Context: an optimization exercise on an open-source flow, tuned for small area and a short achievable clock period. The choices shown serve that exercise and are no tape-out recipe. In this exercise RTL edits were held to simulation tests only and were not proved equivalent to the original. Power figures rest on the tool's default switching activity, not on a simulated workload.

--- flow/run.sh ---
#!/bin/bash
# Own flow: the standard layout (standard.sh: the standard synthesis, then
# ORFS floorplan, placement, CTS and routing) with plain buf_1 port buffers in
# place of clkdlybuf4s50_1, larger clock-sink clusters without dummy loads,
# and a tighter setup repair target. Every tool's own log is under orfs/logs/;
# make's output goes to standard.log.
set -euo pipefail
bash standard.sh \
  "BUFFER_PORTS_ARGS=-buffer_cell sky130_fd_sc_hd__buf_1" \
  "CTS_ARGS=-sink_clustering_enable -repair_clock_nets -sink_clustering_size 20 -sink_clustering_max_diameter 100 -dont_use_dummy_load" \
  "SETUP_SLACK_MARGIN=5.4" \
  finish > standard.log 2>&1
--- standard.sh ---
#!/bin/bash
# synth_recipe.tcl (not shown) runs the flow's synth.tcl, then flattens the netlist and writes it again
# the make line also repeats each setting of config.mk as NAME=value (left out here)
make -C /OpenROAD-flow-scripts/flow DESIGN_CONFIG=/design/flow/config.mk WORK_HOME=/design/flow/orfs CLKGATE_MAP_FILE= SYNTH_SCRIPT=/design/flow/synth_recipe.tcl "${@:-finish}"
--- config.mk ---
export PLATFORM = sky130hd
export DESIGN_NAME = mul_issue_ctrl
export DESIGN_NICKNAME = mul_issue_ctrl
export VERILOG_FILES = /design/flow/design.v
export SDC_FILE = /design/flow/constraint.sdc
export NUM_CORES = 4
export LEC_CHECK = 0
export CAP_MARGIN = 20
export CORE_MARGIN = 2
export CORE_UTILIZATION = 40
export SLEW_MARGIN = 20
--- design.v ---
package m_extension;
   typedef enum logic [2:0] {
      F3_MUL    = 3'b000,
      F3_MULH   = 3'b001,
      F3_MULHSU = 3'b010,
      F3_MULHU  = 3'b011
   } m_funct3;
   typedef enum logic [1:0] {
      IDLE = 2'b00,
      BUSY = 2'b01,
      RESP = 2'b10
   } mul_ctrl_state_t;
   localparam int MUL_LAT_DEFAULT = 5;
endpackage
module mul_step (
   input  logic [32:0] a_x,
   input  logic [3:0]  b_neg,
   input  logic [3:0]  b_one,
   input  logic [3:0]  b_two,
   input  logic [33:0] acc,
   input  logic [3:0]  cy,
   output logic [41:0] t,
   output logic [4:0]  co
);
   logic [33:0] row0;
   logic [33:0] row1;
   logic [33:0] row2;
   logic [33:0] row3;
   logic [41:0] x;
   logic [41:0] y;
   logic s1;
   logic c2;
   logic s3;
   logic c4;
   logic s5;
   logic c6;
   logic s7;
   logic c8;
   logic s9;
   logic c10;
   logic s11;
   logic c12;
   logic s13;
   logic c14;
   logic s15;
   logic c16;
   logic s17;
   logic c18;
   logic s19;
   logic c20;
   logic s21;
   logic c22;
   logic s23;
   logic c24;
   logic s25;
   logic c26;
   logic s27;
   logic c28;
   logic s29;
   logic c30;
   logic s31;
   logic c32;
   logic s33;
   logic c34;
   logic s35;
   logic c36;
   logic s37;
   logic c38;
   logic s39;
   logic c40;
   logic s41;
   logic c42;
   logic s43;
   logic c44;
   logic s45;
   logic c46;
   logic s47;
   logic c48;
   logic s49;
   logic c50;
   logic s51;
   logic c52;
   logic s53;
   logic c54;
   logic s55;
   logic c56;
   logic s57;
   logic c58;
   logic s59;
   logic c60;
   logic s61;
   logic c62;
   logic s63;
   logic c64;
   logic s65;
   logic c66;
   logic s67;
   logic c68;
   logic s69;
   logic c70;
   logic s71;
   logic c72;
   logic s73;
   logic c74;
   logic s75;
   logic c76;
   logic s77;
   logic c78;
   logic s79;
   logic c80;
   logic s81;
   logic c82;
   logic s83;
   logic c84;
   logic s85;
   logic c86;
   logic s87;
   logic c88;
   logic s89;
   logic c90;
   logic s91;
   logic c92;
   logic s93;
   logic c94;
   logic s95;
   logic c96;
   logic s97;
   logic c98;
   logic s99;
   logic c100;
   logic s101;
   logic c102;
   logic s103;
   logic c104;
   logic s105;
   logic c106;
   logic s107;
   logic c108;
   logic s109;
   logic c110;
   logic s111;
   logic c112;
   logic s113;
   logic c114;
   logic s115;
   logic c116;
   logic s117;
   logic c118;
   logic s119;
   logic c120;
   logic s121;
   logic c122;
   logic s123;
   logic c124;
   logic s125;
   logic c126;
   logic s127;
   logic c128;
   logic s129;
   logic c130;
   logic s131;
   logic c132;
   logic s133;
   logic c134;
   logic s135;
   logic c136;
   logic s137;
   logic c138;
   logic s139;
   logic c140;
   logic s141;
   logic c142;
   logic s143;
   logic c144;
   logic s145;
   logic c146;
   logic s147;
   logic c148;
   logic s149;
   logic c150;
   logic s151;
   logic c152;
   logic s153;
   logic c154;
   logic s155;
   logic c156;
   logic s157;
   logic c158;
   logic s159;
   logic c160;
   logic s161;
   logic c162;
   logic s163;
   logic c164;
   logic s165;
   logic c166;
   logic s167;
   logic c168;
   logic s169;
   logic c170;
   logic s171;
   logic c172;
   logic s173;
   logic c174;
   logic s175;
   logic c176;
   logic s177;
   logic c178;
   logic s179;
   logic c180;
   logic s181;
   logic c182;
   logic s183;
   logic c184;
   logic s185;
   logic c186;
   logic s187;
   logic c188;
   logic s189;
   logic c190;
   logic s191;
   logic c192;
   logic s193;
   logic c194;
   logic s195;
   logic c196;
   logic s197;
   logic c198;
   logic s199;
   logic c200;
   logic s201;
   logic c202;
   logic s203;
   logic c204;
   logic s205;
   logic c206;
   logic s207;
   logic c208;
   logic s209;
   logic c210;
   logic s211;
   logic c212;
   logic s213;
   logic c214;
   logic s215;
   logic c216;
   logic s217;
   logic c218;
   logic s219;
   logic c220;
   logic s221;
   logic c222;
   logic s223;
   logic c224;
   logic s225;
   logic c226;
   logic s227;
   logic c228;
   logic s229;
   logic c230;
   logic s231;
   logic c232;
   logic s233;
   logic c234;
   logic s235;
   logic c236;
   logic s237;
   logic c238;
   logic s239;
   logic c240;
   logic s241;
   logic c242;
   logic s243;
   logic c244;
   logic s245;
   logic c246;
   logic s247;
   logic c248;
   logic s249;
   logic c250;
   logic s251;
   logic c252;
   logic s253;
   logic c254;
   logic s255;
   logic c256;
   logic s257;
   logic c258;
   logic s259;
   logic c260;
   logic s261;
   logic c262;
   logic s263;
   logic c264;
   logic s265;
   logic c266;
   logic s267;
   logic c268;
   assign row0[0] = (b_one[0] & a_x[0]) ^ b_neg[0];
   assign row0[32:1] = ({32{b_one[0]}} & a_x[32:1] | {32{b_two[0]}} & a_x[31:0]) ^ {32{b_neg[0]}};
   assign row0[33] = ~(((b_one[0] | b_two[0]) & a_x[32]) ^ b_neg[0]);
   assign row1[0] = (b_one[1] & a_x[0]) ^ b_neg[1];
   assign row1[32:1] = ({32{b_one[1]}} & a_x[32:1] | {32{b_two[1]}} & a_x[31:0]) ^ {32{b_neg[1]}};
   assign row1[33] = ~(((b_one[1] | b_two[1]) & a_x[32]) ^ b_neg[1]);
   assign row2[0] = (b_one[2] & a_x[0]) ^ b_neg[2];
   assign row2[32:1] = ({32{b_one[2]}} & a_x[32:1] | {32{b_two[2]}} & a_x[31:0]) ^ {32{b_neg[2]}};
   assign row2[33] = ~(((b_one[2] | b_two[2]) & a_x[32]) ^ b_neg[2]);
   assign row3[0] = (b_one[3] & a_x[0]) ^ b_neg[3];
   assign row3[32:1] = ({32{b_one[3]}} & a_x[32:1] | {32{b_two[3]}} & a_x[31:0]) ^ {32{b_neg[3]}};
   assign row3[33] = ~(((b_one[3] | b_two[3]) & a_x[32]) ^ b_neg[3]);
   assign s1 = acc[4] ^ row0[4];
   assign c2 = acc[4] & row0[4];
   assign s3 = acc[5] ^ row0[5];
   assign c4 = acc[5] & row0[5];
   assign s5 = acc[6] ^ row0[6] ^ row1[4];
   assign c6 = (acc[6] & row0[6]) | (acc[6] & row1[4]) | (row0[6] & row1[4]);
   assign s7 = row2[2] ^ row3[0];
   assign c8 = row2[2] & row3[0];
   assign s9 = acc[7] ^ row0[7] ^ row1[5];
   assign c10 = (acc[7] & row0[7]) | (acc[7] & row1[5]) | (row0[7] & row1[5]);
   assign s11 = row2[3] ^ row3[1];
   assign c12 = row2[3] & row3[1];
   assign s13 = acc[8] ^ cy[1] ^ row0[8];
   assign c14 = (acc[8] & cy[1]) | (acc[8] & row0[8]) | (cy[1] & row0[8]);
   assign s15 = row1[6] ^ row2[4] ^ row3[2];
   assign c16 = (row1[6] & row2[4]) | (row1[6] & row3[2]) | (row2[4] & row3[2]);
   assign s17 = acc[9] ^ row0[9] ^ row1[7];
   assign c18 = (acc[9] & row0[9]) | (acc[9] & row1[7]) | (row0[9] & row1[7]);
   assign s19 = row2[5] ^ row3[3];
   assign c20 = row2[5] & row3[3];
   assign s21 = acc[10] ^ row0[10] ^ row1[8];
   assign c22 = (acc[10] & row0[10]) | (acc[10] & row1[8]) | (row0[10] & row1[8]);
   assign s23 = row2[6] ^ row3[4];
   assign c24 = row2[6] & row3[4];
   assign s25 = acc[11] ^ row0[11] ^ row1[9];
   assign c26 = (acc[11] & row0[11]) | (acc[11] & row1[9]) | (row0[11] & row1[9]);
   assign s27 = row2[7] ^ row3[5];
   assign c28 = row2[7] & row3[5];
   assign s29 = acc[12] ^ row0[12] ^ row1[10];
   assign c30 = (acc[12] & row0[12]) | (acc[12] & row1[10]) | (row0[12] & row1[10]);
   assign s31 = row2[8] ^ row3[6];
   assign c32 = row2[8] & row3[6];
   assign s33 = acc[13] ^ row0[13] ^ row1[11];
   assign c34 = (acc[13] & row0[13]) | (acc[13] & row1[11]) | (row0[13] & row1[11]);
   assign s35 = row2[9] ^ row3[7];
   assign c36 = row2[9] & row3[7];
   assign s37 = acc[14] ^ row0[14] ^ row1[12];
   assign c38 = (acc[14] & row0[14]) | (acc[14] & row1[12]) | (row0[14] & row1[12]);
   assign s39 = row2[10] ^ row3[8];
   assign c40 = row2[10] & row3[8];
   assign s41 = acc[15] ^ row0[15] ^ row1[13];
   assign c42 = (acc[15] & row0[15]) | (acc[15] & row1[13]) | (row0[15] & row1[13]);
   assign s43 = row2[11] ^ row3[9];
   assign c44 = row2[11] & row3[9];
   assign s45 = acc[16] ^ cy[2] ^ row0[16];
   assign c46 = (acc[16] & cy[2]) | (acc[16] & row0[16]) | (cy[2] & row0[16]);
   assign s47 = row1[14] ^ row2[12] ^ row3[10];
   assign c48 = (row1[14] & row2[12]) | (row1[14] & row3[10]) | (row2[12] & row3[10]);
   assign s49 = acc[17] ^ row0[17] ^ row1[15];
   assign c50 = (acc[17] & row0[17]) | (acc[17] & row1[15]) | (row0[17] & row1[15]);
   assign s51 = row2[13] ^ row3[11];
   assign c52 = row2[13] & row3[11];
   assign s53 = acc[18] ^ row0[18] ^ row1[16];
   assign c54 = (acc[18] & row0[18]) | (acc[18] & row1[16]) | (row0[18] & row1[16]);
   assign s55 = row2[14] ^ row3[12];
   assign c56 = row2[14] & row3[12];
   assign s57 = acc[19] ^ row0[19] ^ row1[17];
   assign c58 = (acc[19] & row0[19]) | (acc[19] & row1[17]) | (row0[19] & row1[17]);
   assign s59 = row2[15] ^ row3[13];
   assign c60 = row2[15] & row3[13];
   assign s61 = acc[20] ^ row0[20] ^ row1[18];
   assign c62 = (acc[20] & row0[20]) | (acc[20] & row1[18]) | (row0[20] & row1[18]);
   assign s63 = row2[16] ^ row3[14];
   assign c64 = row2[16] & row3[14];
   assign s65 = acc[21] ^ row0[21] ^ row1[19];
   assign c66 = (acc[21] & row0[21]) | (acc[21] & row1[19]) | (row0[21] & row1[19]);
   assign s67 = row2[17] ^ row3[15];
   assign c68 = row2[17] & row3[15];
   assign s69 = acc[22] ^ row0[22] ^ row1[20];
   assign c70 = (acc[22] & row0[22]) | (acc[22] & row1[20]) | (row0[22] & row1[20]);
   assign s71 = row2[18] ^ row3[16];
   assign c72 = row2[18] & row3[16];
   assign s73 = acc[23] ^ row0[23] ^ row1[21];
   assign c74 = (acc[23] & row0[23]) | (acc[23] & row1[21]) | (row0[23] & row1[21]);
   assign s75 = row2[19] ^ row3[17];
   assign c76 = row2[19] & row3[17];
   assign s77 = acc[24] ^ cy[3] ^ row0[24];
   assign c78 = (acc[24] & cy[3]) | (acc[24] & row0[24]) | (cy[3] & row0[24]);
   assign s79 = row1[22] ^ row2[20] ^ row3[18];
   assign c80 = (row1[22] & row2[20]) | (row1[22] & row3[18]) | (row2[20] & row3[18]);
   assign s81 = acc[25] ^ row0[25] ^ row1[23];
   assign c82 = (acc[25] & row0[25]) | (acc[25] & row1[23]) | (row0[25] & row1[23]);
   assign s83 = row2[21] ^ row3[19];
   assign c84 = row2[21] & row3[19];
   assign s85 = acc[26] ^ row0[26] ^ row1[24];
   assign c86 = (acc[26] & row0[26]) | (acc[26] & row1[24]) | (row0[26] & row1[24]);
   assign s87 = row2[22] ^ row3[20];
   assign c88 = row2[22] & row3[20];
   assign s89 = acc[27] ^ row0[27] ^ row1[25];
   assign c90 = (acc[27] & row0[27]) | (acc[27] & row1[25]) | (row0[27] & row1[25]);
   assign s91 = row2[23] ^ row3[21];
   assign c92 = row2[23] & row3[21];
   assign s93 = acc[28] ^ row0[28] ^ row1[26];
   assign c94 = (acc[28] & row0[28]) | (acc[28] & row1[26]) | (row0[28] & row1[26]);
   assign s95 = row2[24] ^ row3[22];
   assign c96 = row2[24] & row3[22];
   assign s97 = acc[29] ^ row0[29] ^ row1[27];
   assign c98 = (acc[29] & row0[29]) | (acc[29] & row1[27]) | (row0[29] & row1[27]);
   assign s99 = row2[25] ^ row3[23];
   assign c100 = row2[25] & row3[23];
   assign s101 = acc[30] ^ row0[30] ^ row1[28];
   assign c102 = (acc[30] & row0[30]) | (acc[30] & row1[28]) | (row0[30] & row1[28]);
   assign s103 = row2[26] ^ row3[24];
   assign c104 = row2[26] & row3[24];
   assign s105 = acc[31] ^ row0[31] ^ row1[29];
   assign c106 = (acc[31] & row0[31]) | (acc[31] & row1[29]) | (row0[31] & row1[29]);
   assign s107 = row2[27] ^ row3[25];
   assign c108 = row2[27] & row3[25];
   assign s109 = acc[32] ^ row0[32] ^ row1[30];
   assign c110 = (acc[32] & row0[32]) | (acc[32] & row1[30]) | (row0[32] & row1[30]);
   assign s111 = row2[28] ^ row3[26];
   assign c112 = row2[28] & row3[26];
   assign s113 = ~acc[33] ^ row0[33] ^ row1[31];
   assign c114 = (~acc[33] & row0[33]) | (~acc[33] & row1[31]) | (row0[33] & row1[31]);
   assign s115 = row2[29] ^ row3[27];
   assign c116 = row2[29] & row3[27];
   assign s117 = row1[32] ^ row2[30] ^ row3[28];
   assign c118 = (row1[32] & row2[30]) | (row1[32] & row3[28]) | (row2[30] & row3[28]);
   assign s119 = acc[0] ^ cy[0];
   assign c120 = acc[0] & cy[0];
   assign s121 = acc[2] ^ row0[2];
   assign c122 = acc[2] & row0[2];
   assign s123 = acc[3] ^ row0[3];
   assign c124 = acc[3] & row0[3];
   assign s125 = s1 ^ row1[2] ^ row2[0];
   assign c126 = (s1 & row1[2]) | (s1 & row2[0]) | (row1[2] & row2[0]);
   assign s127 = s3 ^ row1[3] ^ row2[1];
   assign c128 = (s3 & row1[3]) | (s3 & row2[1]) | (row1[3] & row2[1]);
   assign s129 = s5 ^ s7 ^ b_neg[3];
   assign c130 = (s5 & s7) | (s5 & b_neg[3]) | (s7 & b_neg[3]);
   assign s131 = s9 ^ s11 ^ c6;
   assign c132 = (s9 & s11) | (s9 & c6) | (s11 & c6);
   assign s133 = s13 ^ s15 ^ c10;
   assign c134 = (s13 & s15) | (s13 & c10) | (s15 & c10);
   assign s135 = s17 ^ s19 ^ c14;
   assign c136 = (s17 & s19) | (s17 & c14) | (s19 & c14);
   assign s137 = s21 ^ s23 ^ c18;
   assign c138 = (s21 & s23) | (s21 & c18) | (s23 & c18);
   assign s139 = s25 ^ s27 ^ c22;
   assign c140 = (s25 & s27) | (s25 & c22) | (s27 & c22);
   assign s141 = s29 ^ s31 ^ c26;
   assign c142 = (s29 & s31) | (s29 & c26) | (s31 & c26);
   assign s143 = s33 ^ s35 ^ c30;
   assign c144 = (s33 & s35) | (s33 & c30) | (s35 & c30);
   assign s145 = s37 ^ s39 ^ c34;
   assign c146 = (s37 & s39) | (s37 & c34) | (s39 & c34);
   assign s147 = s41 ^ s43 ^ c38;
   assign c148 = (s41 & s43) | (s41 & c38) | (s43 & c38);
   assign s149 = s45 ^ s47 ^ c42;
   assign c150 = (s45 & s47) | (s45 & c42) | (s47 & c42);
   assign s151 = s49 ^ s51 ^ c46;
   assign c152 = (s49 & s51) | (s49 & c46) | (s51 & c46);
   assign s153 = s53 ^ s55 ^ c50;
   assign c154 = (s53 & s55) | (s53 & c50) | (s55 & c50);
   assign s155 = s57 ^ s59 ^ c54;
   assign c156 = (s57 & s59) | (s57 & c54) | (s59 & c54);
   assign s157 = s61 ^ s63 ^ c58;
   assign c158 = (s61 & s63) | (s61 & c58) | (s63 & c58);
   assign s159 = s65 ^ s67 ^ c62;
   assign c160 = (s65 & s67) | (s65 & c62) | (s67 & c62);
   assign s161 = s69 ^ s71 ^ c66;
   assign c162 = (s69 & s71) | (s69 & c66) | (s71 & c66);
   assign s163 = s73 ^ s75 ^ c70;
   assign c164 = (s73 & s75) | (s73 & c70) | (s75 & c70);
   assign s165 = s77 ^ s79 ^ c74;
   assign c166 = (s77 & s79) | (s77 & c74) | (s79 & c74);
   assign s167 = s81 ^ s83 ^ c78;
   assign c168 = (s81 & s83) | (s81 & c78) | (s83 & c78);
   assign s169 = s85 ^ s87 ^ c82;
   assign c170 = (s85 & s87) | (s85 & c82) | (s87 & c82);
   assign s171 = s89 ^ s91 ^ c86;
   assign c172 = (s89 & s91) | (s89 & c86) | (s91 & c86);
   assign s173 = s93 ^ s95 ^ c90;
   assign c174 = (s93 & s95) | (s93 & c90) | (s95 & c90);
   assign s175 = s97 ^ s99 ^ c94;
   assign c176 = (s97 & s99) | (s97 & c94) | (s99 & c94);
   assign s177 = s101 ^ s103 ^ c98;
   assign c178 = (s101 & s103) | (s101 & c98) | (s103 & c98);
   assign s179 = s105 ^ s107 ^ c102;
   assign c180 = (s105 & s107) | (s105 & c102) | (s107 & c102);
   assign s181 = s109 ^ s111 ^ c106;
   assign c182 = (s109 & s111) | (s109 & c106) | (s111 & c106);
   assign s183 = s113 ^ s115 ^ c110;
   assign c184 = (s113 & s115) | (s113 & c110) | (s115 & c110);
   assign s185 = s117 ^ 1'b1 ^ c114;
   assign c186 = (s117 & 1'b1) | (s117 & c114) | (1'b1 & c114);
   assign s187 = row1[33] ^ row2[31] ^ row3[29];
   assign c188 = (row1[33] & row2[31]) | (row1[33] & row3[29]) | (row2[31] & row3[29]);
   assign s189 = row2[32] ^ row3[30];
   assign c190 = row2[32] & row3[30];
   assign s191 = s119 ^ row0[0];
   assign c192 = s119 & row0[0];
   assign s193 = acc[1] ^ row0[1] ^ c120;
   assign c194 = (acc[1] & row0[1]) | (acc[1] & c120) | (row0[1] & c120);
   assign s195 = s121 ^ row1[0] ^ b_neg[1];
   assign c196 = (s121 & row1[0]) | (s121 & b_neg[1]) | (row1[0] & b_neg[1]);
   assign s197 = s123 ^ row1[1] ^ c122;
   assign c198 = (s123 & row1[1]) | (s123 & c122) | (row1[1] & c122);
   assign s199 = s125 ^ b_neg[2] ^ c124;
   assign c200 = (s125 & b_neg[2]) | (s125 & c124) | (b_neg[2] & c124);
   assign s201 = s127 ^ c2 ^ c126;
   assign c202 = (s127 & c2) | (s127 & c126) | (c2 & c126);
   assign s203 = s129 ^ c4 ^ c128;
   assign c204 = (s129 & c4) | (s129 & c128) | (c4 & c128);
   assign s205 = s131 ^ c8 ^ c130;
   assign c206 = (s131 & c8) | (s131 & c130) | (c8 & c130);
   assign s207 = s133 ^ c12 ^ c132;
   assign c208 = (s133 & c12) | (s133 & c132) | (c12 & c132);
   assign s209 = s135 ^ c16 ^ c134;
   assign c210 = (s135 & c16) | (s135 & c134) | (c16 & c134);
   assign s211 = s137 ^ c20 ^ c136;
   assign c212 = (s137 & c20) | (s137 & c136) | (c20 & c136);
   assign s213 = s139 ^ c24 ^ c138;
   assign c214 = (s139 & c24) | (s139 & c138) | (c24 & c138);
   assign s215 = s141 ^ c28 ^ c140;
   assign c216 = (s141 & c28) | (s141 & c140) | (c28 & c140);
   assign s217 = s143 ^ c32 ^ c142;
   assign c218 = (s143 & c32) | (s143 & c142) | (c32 & c142);
   assign s219 = s145 ^ c36 ^ c144;
   assign c220 = (s145 & c36) | (s145 & c144) | (c36 & c144);
   assign s221 = s147 ^ c40 ^ c146;
   assign c222 = (s147 & c40) | (s147 & c146) | (c40 & c146);
   assign s223 = s149 ^ c44 ^ c148;
   assign c224 = (s149 & c44) | (s149 & c148) | (c44 & c148);
   assign s225 = s151 ^ c48 ^ c150;
   assign c226 = (s151 & c48) | (s151 & c150) | (c48 & c150);
   assign s227 = s153 ^ c52 ^ c152;
   assign c228 = (s153 & c52) | (s153 & c152) | (c52 & c152);
   assign s229 = s155 ^ c56 ^ c154;
   assign c230 = (s155 & c56) | (s155 & c154) | (c56 & c154);
   assign s231 = s157 ^ c60 ^ c156;
   assign c232 = (s157 & c60) | (s157 & c156) | (c60 & c156);
   assign s233 = s159 ^ c64 ^ c158;
   assign c234 = (s159 & c64) | (s159 & c158) | (c64 & c158);
   assign s235 = s161 ^ c68 ^ c160;
   assign c236 = (s161 & c68) | (s161 & c160) | (c68 & c160);
   assign s237 = s163 ^ c72 ^ c162;
   assign c238 = (s163 & c72) | (s163 & c162) | (c72 & c162);
   assign s239 = s165 ^ c76 ^ c164;
   assign c240 = (s165 & c76) | (s165 & c164) | (c76 & c164);
   assign s241 = s167 ^ c80 ^ c166;
   assign c242 = (s167 & c80) | (s167 & c166) | (c80 & c166);
   assign s243 = s169 ^ c84 ^ c168;
   assign c244 = (s169 & c84) | (s169 & c168) | (c84 & c168);
   assign s245 = s171 ^ c88 ^ c170;
   assign c246 = (s171 & c88) | (s171 & c170) | (c88 & c170);
   assign s247 = s173 ^ c92 ^ c172;
   assign c248 = (s173 & c92) | (s173 & c172) | (c92 & c172);
   assign s249 = s175 ^ c96 ^ c174;
   assign c250 = (s175 & c96) | (s175 & c174) | (c96 & c174);
   assign s251 = s177 ^ c100 ^ c176;
   assign c252 = (s177 & c100) | (s177 & c176) | (c100 & c176);
   assign s253 = s179 ^ c104 ^ c178;
   assign c254 = (s179 & c104) | (s179 & c178) | (c104 & c178);
   assign s255 = s181 ^ c108 ^ c180;
   assign c256 = (s181 & c108) | (s181 & c180) | (c108 & c180);
   assign s257 = s183 ^ c112 ^ c182;
   assign c258 = (s183 & c112) | (s183 & c182) | (c112 & c182);
   assign s259 = s185 ^ c116 ^ c184;
   assign c260 = (s185 & c116) | (s185 & c184) | (c116 & c184);
   assign s261 = s187 ^ c118 ^ c186;
   assign c262 = (s187 & c118) | (s187 & c186) | (c118 & c186);
   assign s263 = s189 ^ 1'b1 ^ c188;
   assign c264 = (s189 & 1'b1) | (s189 & c188) | (1'b1 & c188);
   assign s265 = row2[33] ^ row3[31] ^ c190;
   assign c266 = (row2[33] & row3[31]) | (row2[33] & c190) | (row3[31] & c190);
   assign s267 = row3[32] ^ 1'b1;
   assign c268 = row3[32] & 1'b1;
   assign x = {1'b1, 1'b1, row3[33], s267, s265, s263, s261, s259, s257, s255, s253, s251, s249, s247, s245, s243, s241, s239, s237, s235, s233, s231, s229, s227, s225, s223, s221, s219, s217, s215, s213, s211, s209, s207, s205, s203, s201, s199, s197, s195, s193, s191};
   assign y = {1'b0, 1'b0, c268, c266, c264, c262, c260, c258, c256, c254, c252, c250, c248, c246, c244, c242, c240, c238, c236, c234, c232, c230, c228, c226, c224, c222, c220, c218, c216, c214, c212, c210, c208, c206, c204, c202, c200, c198, c196, c194, c192, b_neg[0]};
   assign {co[0], t[7:0]} = {1'b0, x[7:0]} + {1'b0, y[7:0]};
   assign {co[1], t[15:8]} = {1'b0, x[15:8]} + {1'b0, y[15:8]};
   assign {co[2], t[23:16]} = {1'b0, x[23:16]} + {1'b0, y[23:16]};
   assign {co[3], t[31:24]} = {1'b0, x[31:24]} + {1'b0, y[31:24]};
   assign {co[4], t[41:32]} = {1'b0, x[41:32]} + {1'b0, y[41:32]};
endmodule
import m_extension::*;
module mul_issue_ctrl
#(
   parameter int MUL_LAT = m_extension::MUL_LAT_DEFAULT
) (
   input  logic        clk,
   input  logic        rst,
   input  logic        req_valid,
   output logic        req_ready,
   input  logic [31:0] req_rs1,
   input  logic [31:0] req_rs2,
   input  m_extension::m_funct3     req_funct3,
   input  logic        flush,
   output logic        resp_valid,
   output logic [31:0] resp_data,
   input  logic        resp_ready,
   output logic [15:0] hit_count
);
   logic        idle_r;
   logic        resp_r;
   logic [4:0]  step_r;
   logic        busy;
   logic [31:0] op_a_r;
   logic        op_as_r;       
   logic [31:0] op_b_r;
   logic        op_bs_r;       
   logic [2:0]  op_f_r;
   logic [33:0] acc_r;
   logic [3:0]  cy_r;          
   logic [31:0] lo_r;
   logic [31:0] last_rs1_r;
   logic [31:0] last_rs2_r;
   logic [2:0]  last_f_r;
   logic [31:0] last_result_r;
   logic [2:0]  last_cy_r;     
   logic        last_valid_r;
   logic [15:0] hit_count_r;
   logic        req_ready_s;
   logic        accept_s;
   logic        match_s;
   logic        hit_s;
   logic        miss_s;
   logic        complete_s;
   assign busy = |step_r;
   always_comb begin
      req_ready_s = ~flush & (idle_r | (resp_r & resp_ready));
      accept_s    = req_valid & req_ready_s;
      match_s     = last_valid_r & (req_rs1 == last_rs1_r) & (req_rs2 == last_rs2_r) &
                    (req_funct3 == last_f_r);
      hit_s       = accept_s & match_s;
      miss_s      = accept_s & ~match_s;
      complete_s  = ~flush & step_r[4];
   end
   always_ff @(posedge clk) begin
      if (rst || flush) begin
         idle_r <= 1'b1;
         resp_r <= 1'b0;
         step_r <= 5'd0;
      end else begin
         idle_r <= ~accept_s & (idle_r | (resp_r & resp_ready));
         resp_r <= hit_s | step_r[4] | (resp_r & ~resp_ready);
         step_r <= {step_r[3:0], miss_s};
      end
   end
   function automatic logic [11:0] booth_enc(input logic [8:0] b);
      logic [3:0] neg;
      logic [3:0] one;
      logic [3:0] two;
      for (int i = 0; i < 4; i++) begin
         neg[i] = b[2*i+2];
         one[i] = b[2*i+1] ^ b[2*i];
         two[i] = (b[2*i+2] & ~b[2*i+1] & ~b[2*i]) | (~b[2*i+2] & b[2*i+1] & b[2*i]);
      end
      booth_enc = {two, one, neg};
   endfunction
   logic [32:0]        a_x;
   logic [3:0]         b_neg;
   logic [3:0]         b_one;
   logic [3:0]         b_two;
   logic [11:0]        booth_r;
   logic [11:0]        booth_next;
   logic [7:0]         chunk_next;
   logic [41:0]        t_s;
   logic [4:0]         co_s;
   logic [31:0]        result_s;
   logic [2:0]         result_cy_s;
   assign a_x        = {op_as_r, op_a_r};
   assign chunk_next = step_r[3] ? {8{op_bs_r}} : op_b_r[15:8];
   assign booth_next = busy ? booth_enc({chunk_next, op_b_r[7]}) : booth_enc({req_rs2[7:0], 1'b0});
   assign {b_two, b_one, b_neg} = booth_r;
   always_ff @(posedge clk) begin
      booth_r <= booth_next;
   end
   mul_step u_step (
      .a_x   (a_x),
      .b_neg (b_neg),
      .b_one (b_one),
      .b_two (b_two),
      .acc   (acc_r),
      .cy    (cy_r),
      .t     (t_s),
      .co    (co_s)
   );
   assign result_s    = (op_f_r == F3_MUL) ? lo_r : t_s[31:0];
   assign result_cy_s = (op_f_r == F3_MUL) ? 3'd0 : co_s[2:0];
   always_ff @(posedge clk) begin
      if (!busy) begin
         op_a_r  <= req_rs1;
         op_as_r <= ((req_funct3 == F3_MULH) || (req_funct3 == F3_MULHSU)) & req_rs1[31];
         op_b_r  <= req_rs2;
         op_bs_r <= (req_funct3 == F3_MULH) & req_rs2[31];
         op_f_r  <= req_funct3;
         acc_r   <= 34'd0;
         cy_r    <= 4'd0;
      end else begin
         op_b_r  <= {op_b_r[7:0], op_b_r[31:8]};
         acc_r   <= t_s[41:8];
         cy_r    <= co_s[3:0];
      end
   end
   always_ff @(posedge clk) begin
      lo_r <= {t_s[7:0], lo_r[31:8]};
   end
   always_ff @(posedge clk) begin
      if (complete_s) begin
         last_rs1_r    <= op_a_r;
         last_rs2_r    <= op_b_r;
         last_f_r      <= op_f_r;
         last_result_r <= result_s;
         last_cy_r     <= result_cy_s;
      end
   end
   always_ff @(posedge clk) begin
      if (rst) begin
         last_valid_r <= 1'b0;
         hit_count_r  <= 16'd0;
      end else begin
         if (complete_s) begin
            last_valid_r <= 1'b1;
         end
         if (hit_s && (hit_count_r != 16'hFFFF)) begin
            hit_count_r <= hit_count_r + 16'd1;
         end
      end
   end
   assign req_ready  = req_ready_s;
   assign resp_valid = resp_r;
   assign resp_data  = last_result_r + {last_cy_r[2], 7'd0, last_cy_r[1], 7'd0, last_cy_r[0], 8'd0};
   assign hit_count  = hit_count_r;
endmodule
--- constraint.sdc ---
create_clock -name core_clock -period 10.0 [get_ports {clk}]
set_input_delay 2.0000 -clock core_clock [delete_from_list [all_inputs] [get_ports {clk}]]
set_output_delay 2.0000 -clock core_clock [all_outputs]
set_load 0.01 [all_outputs]
==> flow_metrics.env, run 1 <==
export IMPL_maxSlewViolCount=0
export IMPL_avgSynthCellArea_um2=11.0
export IMPL_core_um2=41900
export IMPL_hp_start="lo_r[20]"
export IMPL_io_pins=122
export IMPL_die_w_um=210
export IMPL_crit_path_max_fanout=6
export IMPL_relSlewSlack_pct=36.9
export IMPL_setup_viol=0
export IMPL_synth_edff_count=139
export IMPL_synthFlopType="edfxtp_1"
export IMPL_ys_ff_latch=277
export IMPL_h_tree_depth=1
export IMPL_peakVddDrop_uv=214
export IMPL_p_clk_share_pct=10.1
export IMPL_ctsHoldBuffers=0
export IMPL_tightest_slew_ps=944
export IMPL_area_growth_pct=12.8
export IMPL_period_minus_slack_ps=4500
export IMPL_cp_end_kind="primary output"
export IMPL_startpoint_type="input port"
export IMPL_fmaxAchievable_mhz=222
export IMPL_ys_seq_area_share_pct=40.9
export IMPL_rows=75
export IMPL_cts_path_max_buffers=3
export IMPL_crit_chain="buf_1 -> nor2_1 -> buf_1"
export IMPL_slowest_stage="buf_1"
export IMPL_grt_overflow=0
export IMPL_pwr_share_seq_pct=23.9
export IMPL_firstDrtPassIters=5
export IMPL_crit_end="req_ready"
export IMPL_r2r_end="last_result_r[15]"
export IMPL_crit_family="buffers and inverters"
export IMPL_grt_pass1_vias=11600
export IMPL_yosysWarnings=1
export IMPL_rsz0062_at_grt="yes"
export IMPL_fin_crit_sh_pct=45.0
export IMPL_mappedNetlistNets=1793
export IMPL_startpoint="flush"
export IMPL_num_nets_final=1897
export IMPL_drt_total_wl_um=44100
export IMPL_reg2regPathDepth=17
export IMPL_finalHoldViolations=0
export IMPL_fp_dieH_um=210
export IMPL_worstSkewPairLatency_ps=540
export IMPL_crit_buf_inv=2
export IMPL_drc=0
export IMPL_antenna_found_initial=1
export IMPL_async_flop_share_pct=0
export IMPL_r2r_setup_slack_ps=5540
export IMPL_p_sw_share_pct=43.4
export IMPL_fillers=3894
export IMPL_layout_drive_gt1_share_pct=12.0
export IMPL_rr_startpoint="op_a_r[5]"
export IMPL_fin_setup_tns_ps=0
export IMPL_power_frac_comb_pct=66.0
export IMPL_grt_max_degree=64
export IMPL_die_area_um2=44100
export IMPL_synth_area_um2=17000
export IMPL_drv_cap=0
export IMPL_diodes=0
export IMPL_place_congestion=0.918
export IMPL_cp_depth=3
export IMPL_first_iter_violations=936
export IMPL_crit_required_ps=8000
export IMPL_cts_inserted_buffers=18
export IMPL_net_switching_power_mw=2.95
export IMPL_ys_types=56
export IMPL_cts_tree="done"
export IMPL_clk_pin_slew_ps=70
export IMPL_power_leakage_nw=7.27
export IMPL_arrival_ps=2500
export IMPL_grt_usage_pct=19.4
export IMPL_vias=11700
export IMPL_cts_sinks=277
export IMPL_clockRootBuffer="clkbuf_16"
export IMPL_crit_top_cell="buf_1"
export IMPL_finalClockSkew_ps=87.7
export IMPL_crit_type="in -> out"
export IMPL_hpwl_um=30700
export IMPL_p_int_mw=3.84
export IMPL_vias_per_cell=5.35
export IMPL_syn_inst=1539
export IMPL_hold_path_class="reg -> reg"
export IMPL_port_buffers=121
export IMPL_initial_core_util_pct=40.5
export IMPL_max_stage_delay_ps=270
export IMPL_whs_ps=356
export IMPL_pwr_density_cell_nw_per_um2=355
export IMPL_antenna_left=0
export IMPL_outcome="complete, no violations"
export IMPL_grt_pass1_wl_um=67000
export IMPL_post_drt_wl_per_cell_um=20.2
-- synthesized netlist by cell type, types with 3 or more instances --
| cell type | number | share of area [%] |
|---|---|---|
| buf_1 | 7 | 0.15 |
| o31ai_1 | 8 | 0.35 |
| mux2_2 | 47 | 3.1 |
| and3_1 | 12 | 0.44 |
| edfxtp_1 | 139 | 25 |
| nand2_1 | 51 | 1.1 |
| nor2_1 | 74 | 1.6 |
| a21o_1 | 13 | 0.57 |
| o21a_1 | 6 | 0.27 |
| a211oi_1 | 8 | 0.35 |
| nor3b_1 | 4 | 0.18 |
| clkbuf_2 | 25 | 0.74 |
| clkbuf_1 | 71 | 1.6 |
| ha_1 | 79 | 5.8 |
| inv_1 | 114 | 2.5 |
| nand2b_1 | 26 | 0.96 |
| dfxtp_1 | 138 | 16 |
| or2_2 | 3 | 0.11 |
| a21oi_1 | 15 | 0.44 |
| fa_1 | 103 | 12 |
| or4_1 | 6 | 0.27 |
| and4_1 | 5 | 0.26 |
| nand3_1 | 15 | 0.44 |
| o2111ai_1 | 3 | 0.15 |
| nor4_1 | 14 | 0.52 |
| xnor2_1 | 183 | 9.4 |
| xor2_1 | 65 | 3.4 |
| buf_4 | 8 | 0.35 |
| and2_1 | 5 | 0.18 |
| o21ai_0 | 49 | 1.4 |
| a22oi_1 | 128 | 5.7 |
| mux2i_1 | 6 | 0.35 |
| nor2b_1 | 34 | 1.3 |
| and3b_1 | 3 | 0.15 |
| nor3_1 | 24 | 0.71 |
| nand4_1 | 22 | 0.81 |
-- stage by stage --
stage	worst slack, ps	instance area [um^2]	instances	utilization, %	power (mW)
2_1_floorplan	5450	17000	1539	-	4.55
3_3_place_gp	4900	17800	2105	42.4	5.63
3_5_place_dp	4820	17800	2105	42.4	5.70
4_1_cts	5400	18500	2141	44.1	6.55
5_1_grt	5320	19200	2180	45.7	7.46
6_report	5500	19200	2180	45.7	6.79
-- power by group through the flow --
| stage | registers, mW | logic (mW) | clock network (mW) |
|---|---|---|---|
| 2_1_floorplan | 1.59 | 2.96 | 0 |
| 3_3_place_gp | 1.65 | 3.98 | 0 |
| 3_5_place_dp | 1.65 | 4.05 | 0 |
| 4_1_cts | 1.62 | 4.21 | 0.710 |
| 5_1_grt | 1.63 | 5.08 | 0.743 |
| 6_report | 1.62 | 4.48 | 0.689 |
-- worst register-to-register path, stage by stage, from the launching register on --
cell and delay (ps):
edfxtp_1 530, buf_4 200, buf_4 130, a22oi_1 210, xnor2_1 110, ha_1 280, inv_1 50, fa_1 490
inv_1 50, fa_1 470, ha_1 280, a21o_1 190, a21oi_2 140, nor2b_1 60, o21a_1 180, o41a_1 360
xnor2_2 280, o21ai_1 100
-- state kept, by name, summed over array words and instances, names as in the netlist, 3 cells and up --
register and count:
lo_r 32, last_cy_r 3, last_result_r 32, booth_r 12, last_rs1_r 32, op_b_r 32
acc_r 34, cy_r 4, last_rs2_r 32, last_f_r 3, step_r 5, op_f_r 3
op_a_r 32, hit_count_r 16
-- kinds of logic (layout without fill, tap and decap cells) --
group,count (synthesis),count (layout),synth area share [%]
AOI/OAI and AO/OA,242,242,9.86
xor gates and xnor gates,248,248,12.8
adders and majority gates,182,182,18.0
buffers and inverters,227,329,5.39
DFF,277,277,40.9
muxes,53,53,3.47
and+or+nand+nor,310,310,9.67
-- layout make-up --
class	instances	area, um^2	share of cell area, %
Clock buffer	18	450	2.35
Inverter	115	434	2.27
Multi-Input combinational cell	1035	9380	49.0
Sequential cell	277	6950	36.3
Tap cell	539	674	3.52
Timing Repair Buffer	196	1260	6.56
-- layout by cell type (no fill, tap or decap), types with 47 or more instances in the layout --
| cell type | n |
|---|---|
| nand2_1 | 51 |
| edfxtp_1 | 139 |
| xnor2_1 | 177 |
| mux2_2 | 47 |
| inv_1 | 114 |
| nor2_1 | 73 |
| xor2_1 | 65 |
| ha_1 | 76 |
| a22oi_1 | 115 |
| buf_1 | 120 |
| buf_4 | 56 |
| dfxtp_1 | 130 |
| fa_1 | 100 |
-- metal layers --
metal	vias to the layer above	routed length [um]	GRT usage, %
met5	-	9	0
met3	60	2540	2.67
li1	5485	-	-
met2	416	20300	31.5
met1	5707	19900	27.3
met4	2	1260	5.28
-- what timing repair did --
item / CTS / global route
setup buffers: 18 / 34
setup endpoints to repair: 25 / 29
cloned: 0 / 5
gates resized for setup: 27 / 70
pin swaps: 1 / 21
-- worst min-delay path by stage --
stage	to	slack (ps)	cells after the start
after floorplan	lo_r[0]	330	0
after global placement	lo_r[0]	330	0
after detailed placement	lo_r[12]	340	0
after CTS	lo_r[4]	360	0
after global routing	lo_r[11]	360	0
final	lo_r[12]	360	0
==> inputs of run 2 (changes only) <==
--- a/flow/run.sh
+++ b/flow/run.sh
@@ -8,5 +8,5 @@
 bash standard.sh \
   "BUFFER_PORTS_ARGS=-buffer_cell sky130_fd_sc_hd__buf_1" \
   "CTS_ARGS=-sink_clustering_enable -repair_clock_nets -sink_clustering_size 20 -sink_clustering_max_diameter 100 -dont_use_dummy_load" \
-  "SETUP_SLACK_MARGIN=5.4" \
+  "SETUP_SLACK_MARGIN=5.45" \
   finish > standard.log 2>&1
--- a/config.mk
+++ b/config.mk
@@ -7,5 +7,5 @@
 export LEC_CHECK = 0
 export CAP_MARGIN = 20
 export CORE_MARGIN = 2
-export CORE_UTILIZATION = 40
+export CORE_UTILIZATION = 60
 export SLEW_MARGIN = 20
==> flow_metrics.env, run 2 <==
export IMPL_diodes=0
export IMPL_preCtsSetupSlack_ps=4920
export IMPL_total_power_mw=6.59
export IMPL_clk_pin_slew_ps=80
export IMPL_pwr_density_cell_nw_per_um2=347
export IMPL_firstDrtPassIters=5
export IMPL_maxSlewViolCount=0
export IMPL_cp_end_kind="primary output"
export IMPL_synth_most_common_cell="xnor2_1"
export IMPL_fmaxAchievable_mhz=223
export IMPL_port_buffers=121
export IMPL_ctsHoldBuffers=0
export IMPL_crit_path_max_fanout=6
export IMPL_worstSkewPairLatency_ps=530
export IMPL_relSlewSlack_pct=37.8
export IMPL_finalClockSkew_ps=37.5
export IMPL_worst_slack_ps=5520
export IMPL_clockRootBuffer="clkbuf_16"
export IMPL_post_drt_wl_per_cell_um=20.6
export IMPL_vias_per_cell=5.77
export IMPL_regMostFlops="acc_r"
export IMPL_crit_required_ps=8000
export IMPL_drc=0
export IMPL_grt_max_degree=100
export IMPL_die_area_um2=29700
export IMPL_synth_top_cell_by_area="edfxtp_1"
export IMPL_slowest_stage="buf_1"
export IMPL_rsz0062_at_grt="yes"
export IMPL_io_pins=122
export IMPL_initial_core_util_pct=60.9
export IMPL_place_congestion=0.912
export IMPL_die_w_um=172
export IMPL_fp_dieH_um=172
export IMPL_ys_ff_latch=277
export IMPL_ys_seq_area_share_pct=40.9
export IMPL_core_um2=27900
export IMPL_crit_top_cell="buf_1"
export IMPL_largest_register_ffs=34
export IMPL_h_tree_depth=1
export IMPL_max_stage_delay_ps=250
export IMPL_drt_total_wl_um=41800
export IMPL_power_leakage_nw=7.30
export IMPL_grt_pass1_wl_um=62400
export IMPL_cts_path_max_buffers=3
export IMPL_first_iter_violations=1074
export IMPL_vias=11700
export IMPL_layout_drive_gt1_share_pct=12.7
export IMPL_hpwl_um=29200
export IMPL_grt_usage_pct=27.6
export IMPL_hold_path_class="reg -> reg"
export IMPL_final_cell_mix="xnor2_1, edfxtp_1, dfxtp_1"
export IMPL_synthTopCellsByArea="edfxtp_1, dfxtp_1, fa_1, xnor2_1, ha_1"
export IMPL_place_area_um2=17600
export IMPL_synth_commonest_cells="xnor2_1, edfxtp_1, dfxtp_1, a22oi_1, inv_1"
export IMPL_startpoint_type="input port"
export IMPL_arrival_ps=2480
export IMPL_ys_types=56
export IMPL_syn_inst=1539
export IMPL_fin_setup_tns_ps=0
export IMPL_placed_cells=1942
export IMPL_outcome="complete, no violations"
export IMPL_cts_sinks=277
export IMPL_period_minus_slack_ps=4480
export IMPL_async_flop_share_pct=0
export IMPL_antenna_left=0
export IMPL_cts_tree="done"
export IMPL_final_cells=2031
export IMPL_yosys_area_top_type_share_pct=24.6
export IMPL_setup_viol=0
export IMPL_r2r_setup_slack_ps=5570
export IMPL_avgSynthCellArea_um2=11.0
export IMPL_synthFlopType="edfxtp_1"
export IMPL_grt_overflow=0
export IMPL_num_nets_final=1909
export IMPL_cts_inserted_buffers=17
export IMPL_layout_commonest_cell="xnor2_1"
export IMPL_finalHoldViolations=0
export IMPL_area_growth_pct=11.7
export IMPL_fin_area_um2=19000
export IMPL_synth_area_um2=17000
export IMPL_yosysWarnings=1
export IMPL_synth_edff_count=139
export IMPL_crit_type="in -> out"
export IMPL_fin_crit_sh_pct=44.8
export IMPL_rows=61
export IMPL_drv_cap=0
export IMPL_antenna_found_initial=0
export IMPL_tightest_slew_ps=931
export IMPL_mappedNetlistNets=1793
export IMPL_crit_chain="buf_1 -> nor2_1 -> buf_1"
export IMPL_grt_pass1_vias=11300
export IMPL_peakVddDrop_uv=244
-- run 2: routing by layer --
| layer | routed length (um) | part of all wire (%) | up-vias | GRT usage (%) |
|---|---|---|---|---|
| met5 | 0 | 0 | - | 0 |
| met4 | 1420 | 3.4 | 0 | 9.65 |
| met3 | 2370 | 5.7 | 67 | 4.17 |
| met2 | 19200 | 46 | 413 | 42.9 |
| met1 | 18900 | 45 | 5739 | 39.6 |
| li1 | - | - | 5499 | - |
-- run 2: power by group --
| part | total, mW | internal [mW] | switching (mW) | leakage [nW] |
|---|---|---|---|---|
| clock network | 0.669 | 0.304 | 0.365 | 0.209 |
| registers | 1.62 | 1.52 | 0.104 | 2.45 |
| logic | 4.30 | 1.92 | 2.38 | 4.65 |
-- run 2: critical path: cells and delay by family --
kind	cells	cell delay, ps
AND/OR/NAND/NOR	1	90
buffers and inverters	2	380
-- run 2: kinds of logic (layout without fill, tap and decap cells) --
kind of cell	after synthesis	after routing	share of synthesized area, %
fa+ha+maj	182	182	18.0
flops	277	277	40.9
xor+xnor	248	248	12.8
simple gates	310	310	9.67
mux	53	53	3.47
compound gates	242	242	9.86
buf+inv	227	341	5.39
-- run 2: timing repair --
action                     in CTS  in global routing
resized for setup              17                 70
setup endpoints to repair      33                 44
setup buffers                   5                 64
pin swaps                       1                 12
cloned                          0                  3
-- run 2: layout make-up --
cell class                 instances  area [um^2]
inverter                         115          434
sequential                       277         6950
clock buffer                      17          425
tap                              378          473
timing repair buffer             209         1310
fill                            2181         8890
multi-input combinational       1035         9380
-- run 2: final timing paths --
kind,cells past startpoint,endpoint,start
worst max register to register,16,last_result_r[31],op_a_r[23]
worst min register to register,0,lo_r[17],lo_r[25]
worst min-delay path,0,lo_r[17],lo_r[25]
worst max-delay path,3,req_ready,flush
-- run 2: stage by stage --
stage	util, %	hold slack [ps]
2_1_floorplan	-	326
3_3_place_gp	63.1	336
3_5_place_dp	63.1	336
4_1_cts	64.9	354
5_1_grt	68.1	358
6_report	68.1	354
==> inputs of run 3 (changes only) <==
--- a/flow/run.sh
+++ b/flow/run.sh
@@ -7,6 +7,6 @@
 set -euo pipefail
 bash standard.sh \
   "BUFFER_PORTS_ARGS=-buffer_cell sky130_fd_sc_hd__buf_1" \
-  "CTS_ARGS=-sink_clustering_enable -repair_clock_nets -sink_clustering_size 20 -sink_clustering_max_diameter 100 -dont_use_dummy_load" \
+  "CTS_ARGS=-sink_clustering_enable -repair_clock_nets -sink_clustering_size 26 -sink_clustering_max_diameter 100 -dont_use_dummy_load" \
   "SETUP_SLACK_MARGIN=5.45" \
   finish > standard.log 2>&1
--- a/config.mk
+++ b/config.mk
@@ -7,5 +7,5 @@
 export LEC_CHECK = 0
 export CAP_MARGIN = 20
 export CORE_MARGIN = 2
-export CORE_UTILIZATION = 60
+export CORE_UTILIZATION = 40
 export SLEW_MARGIN = 20
==> flow_metrics.env, run 3 <==
export IMPL_fin_util_pct=45.7
export IMPL_hold_path_class="reg -> reg"
export IMPL_crit_top_cell="buf_1"
export IMPL_synth_commonest_cells="xnor2_1, edfxtp_1, dfxtp_1, a22oi_1, inv_1"
export IMPL_place_congestion=0.918
export IMPL_layout_drive_gt1_share_pct=12.8
export IMPL_cts_path_max_buffers=3
export IMPL_fp_dieH_um=210
export IMPL_cp_end_kind="primary output"
export IMPL_synthTopCellsByArea="edfxtp_1, dfxtp_1, fa_1, xnor2_1, ha_1"
export IMPL_initial_core_util_pct=40.5
export IMPL_async_flop_share_pct=0
export IMPL_antenna_left=0
export IMPL_h_tree_depth=1
export IMPL_period_minus_slack_ps=4500
export IMPL_layout_commonest_cell="xnor2_1"
export IMPL_total_power_mw=6.71
export IMPL_startpoint_type="input port"
export IMPL_final_cell_mix="xnor2_1, edfxtp_1, dfxtp_1"
export IMPL_clockRootBuffer="clkbuf_16"
export IMPL_preCtsSetupSlack_ps=4820
export IMPL_tightest_slew_ps=960
export IMPL_fin_crit_sh_pct=45.0
export IMPL_largest_register_ffs=34
export IMPL_diodes=0
export IMPL_vias_per_cell=5.32
export IMPL_crit_path_max_fanout=6
export IMPL_max_stage_delay_ps=270
export IMPL_cts_inserted_buffers=15
export IMPL_hpwl_um=30700
export IMPL_vias=11600
export IMPL_cts_tree="done"
export IMPL_drt_total_wl_um=43600
export IMPL_placed_cells=2105
export IMPL_maxSlewViolCount=0
export IMPL_synth_top_cell_by_area="edfxtp_1"
export IMPL_relSlewSlack_pct=35.9
export IMPL_cts_sinks=277
export IMPL_r2r_setup_slack_ps=5580
export IMPL_pwr_density_cell_nw_per_um2=350
export IMPL_worst_slack_ps=5500
export IMPL_fmaxAchievable_mhz=222
export IMPL_final_cells=2185
export IMPL_worstSkewPairLatency_ps=530
export IMPL_rsz0062_at_grt="yes"
export IMPL_post_drt_wl_per_cell_um=20.0
export IMPL_muxShareOfSynthArea_pct=3.47
export IMPL_grt_usage_pct=19.2
export IMPL_grt_overflow=0
export IMPL_setup_viol=0
export IMPL_synth_xor_area_share_pct=12.8
export IMPL_crit_type="in -> out"
export IMPL_power_leakage_nw=7.27
export IMPL_first_iter_violations=871
export IMPL_synth_most_common_cell="xnor2_1"
export IMPL_port_buffers=121
export IMPL_die_area_um2=44100
export IMPL_synth_edff_count=139
export IMPL_synth_area_um2=17000
export IMPL_synthAdderAreaFrac_pct=18.0
export IMPL_peakVddDrop_uv=215
export IMPL_num_nets_final=1902
export IMPL_drc=0
export IMPL_drv_cap=0
export IMPL_core_um2=41900
export IMPL_crit_required_ps=8000
export IMPL_outcome="complete, no violations"
export IMPL_antenna_found_initial=0
export IMPL_avgSynthCellArea_um2=11.0
export IMPL_regMostFlops="acc_r"
export IMPL_rows=75
export IMPL_ys_seq_area_share_pct=40.9
export IMPL_clk_pin_slew_ps=90
export IMPL_io_pins=122
export IMPL_die_w_um=210
export IMPL_ys_types=56
export IMPL_grt_pass1_wl_um=66400
export IMPL_synthFlopType="edfxtp_1"
export IMPL_yosysWarnings=1
export IMPL_arrival_ps=2500
export IMPL_syn_inst=1539
export IMPL_mappedNetlistNets=1793
export IMPL_area_growth_pct=12.9
export IMPL_slowest_stage="buf_1"
export IMPL_grt_max_degree=64
export IMPL_synth_compound_area_share_pct=9.86
export IMPL_finalClockSkew_ps=54.0
export IMPL_finalHoldViolations=0
export IMPL_yosys_area_top_type_share_pct=24.6
export IMPL_synth_simple_area_share_pct=9.67
export IMPL_fin_setup_tns_ps=0
export IMPL_firstDrtPassIters=7
export IMPL_ys_ff_latch=277
export IMPL_synth_top_family_by_area="adder cells"
export IMPL_grt_pass1_vias=11500
export IMPL_crit_chain="buf_1 -> nor2_1 -> buf_1"
-- run 3: layout make-up --
cell class / count / area [um^2]
clock buffer: 15 / 375
timing repair buffer: 204 / 1300
fill: 3902 / 22800
sequential: 277 / 6950
inverter: 115 / 434
tap: 539 / 674
multi-input combinational: 1035 / 9440
-- run 3: per-stage QoR --
step	hold slack [ps]	cell area, um^2
after CTS	358	18400
after detailed placement	341	17800
after global placement	335	17800
after global routing	362	19200
after floorplan	326	17000
final	353	19200
-- run 3: metal layers --
metal,track usage [%],wire length [um],vias to the layer above
li1,-,-,5494
met1,27.1,19300,5664
met2,31.3,20200,420
met3,2.94,2990,53
met4,4.62,1170,0
met5,0,0,-
-- run 3: worst max-delay path: cells and delay by family --
family / cells / cell delay [ps]
and+or+nand+nor: 1 / 90
buffers and inverters: 2 / 410
-- run 3: timing repair --
item                       4_1_cts  5_1_grt
setup endpoints to repair       26       29
hold buffers                     0        0
hold endpoints to repair         0        0
pin swaps                        3       28
setup buffers                   18       43
cloned                           0        4
resized for setup               28       78
-- run 3: logic make-up after synthesis --
| logic type | count (synthesis) |
|---|---|
| AO/OA/AOI/OAI | 242 |
| adder cells (fa/ha/maj) | 182 |
| XOR/XNOR | 248 |
| AND/OR/NAND/NOR | 310 |
| flip-flops | 277 |
| multiplexers | 53 |
| buffers and inverters | 227 |
-- run 3: path summary, 6_finish.rpt --
check,startpoint,endpoint,cells past startpoint
hold / removal,lo_r[20],lo_r[12],0
hold reg to reg,lo_r[20],lo_r[12],0
setup reg to reg,op_a_r[13],last_result_r[23],16
setup / recovery,flush,req_ready,3
-- run 3: report_power, final --
group	internal [mW]	switching, mW	total [mW]	leakage [nW]
combinational	1.98	2.49	4.47	4.63
sequential	1.52	0.0978	1.62	2.45
clock	0.270	0.355	0.625	0.185

## static timing again, ports no longer ideal
The flow's constraints put no driver on any port. The routed layouts listed below were extracted and timed again, unchanged, in two steps. Step 1 (the two cells are an assumption about what drives the block):
set clk [get_ports {clk}]
set_driving_cell -lib_cell sky130_fd_sc_hd__clkbuf_16 $clk
set_driving_cell -lib_cell sky130_fd_sc_hd__buf_2 [delete_from_list [all_inputs] $clk]
Step 2 adds t to the input delays and takes it off the output delays; t is the mean of the earliest and latest rising clock arrival at the registers after step 1. Input paths then give back, and output paths get back, about the clock's delay inside the block. a / b / c = no drivers / after step 1 / after step 2; a / b = the first two.
run	shift t [ns]	setup WS [ns]	worst hold slack (ns)	worst data-port slew with drivers (ns)
run 1	0.551	5.504 / 5.481 / 5.098	0.356 / 0.356 / 0.356	0.06
run 2	0.560	5.522 / 5.500 / 5.126	0.354 / 0.354 / 0.354	0.06
run 3	0.555	5.502 / 5.478 / 5.171	0.353 / 0.353 / 0.353	0.06
After both steps setup and hold are still met in every run listed. The setup slack of run 1, which loses most, moves by -0.023 ns with the drivers and by -0.406 ns with both steps.
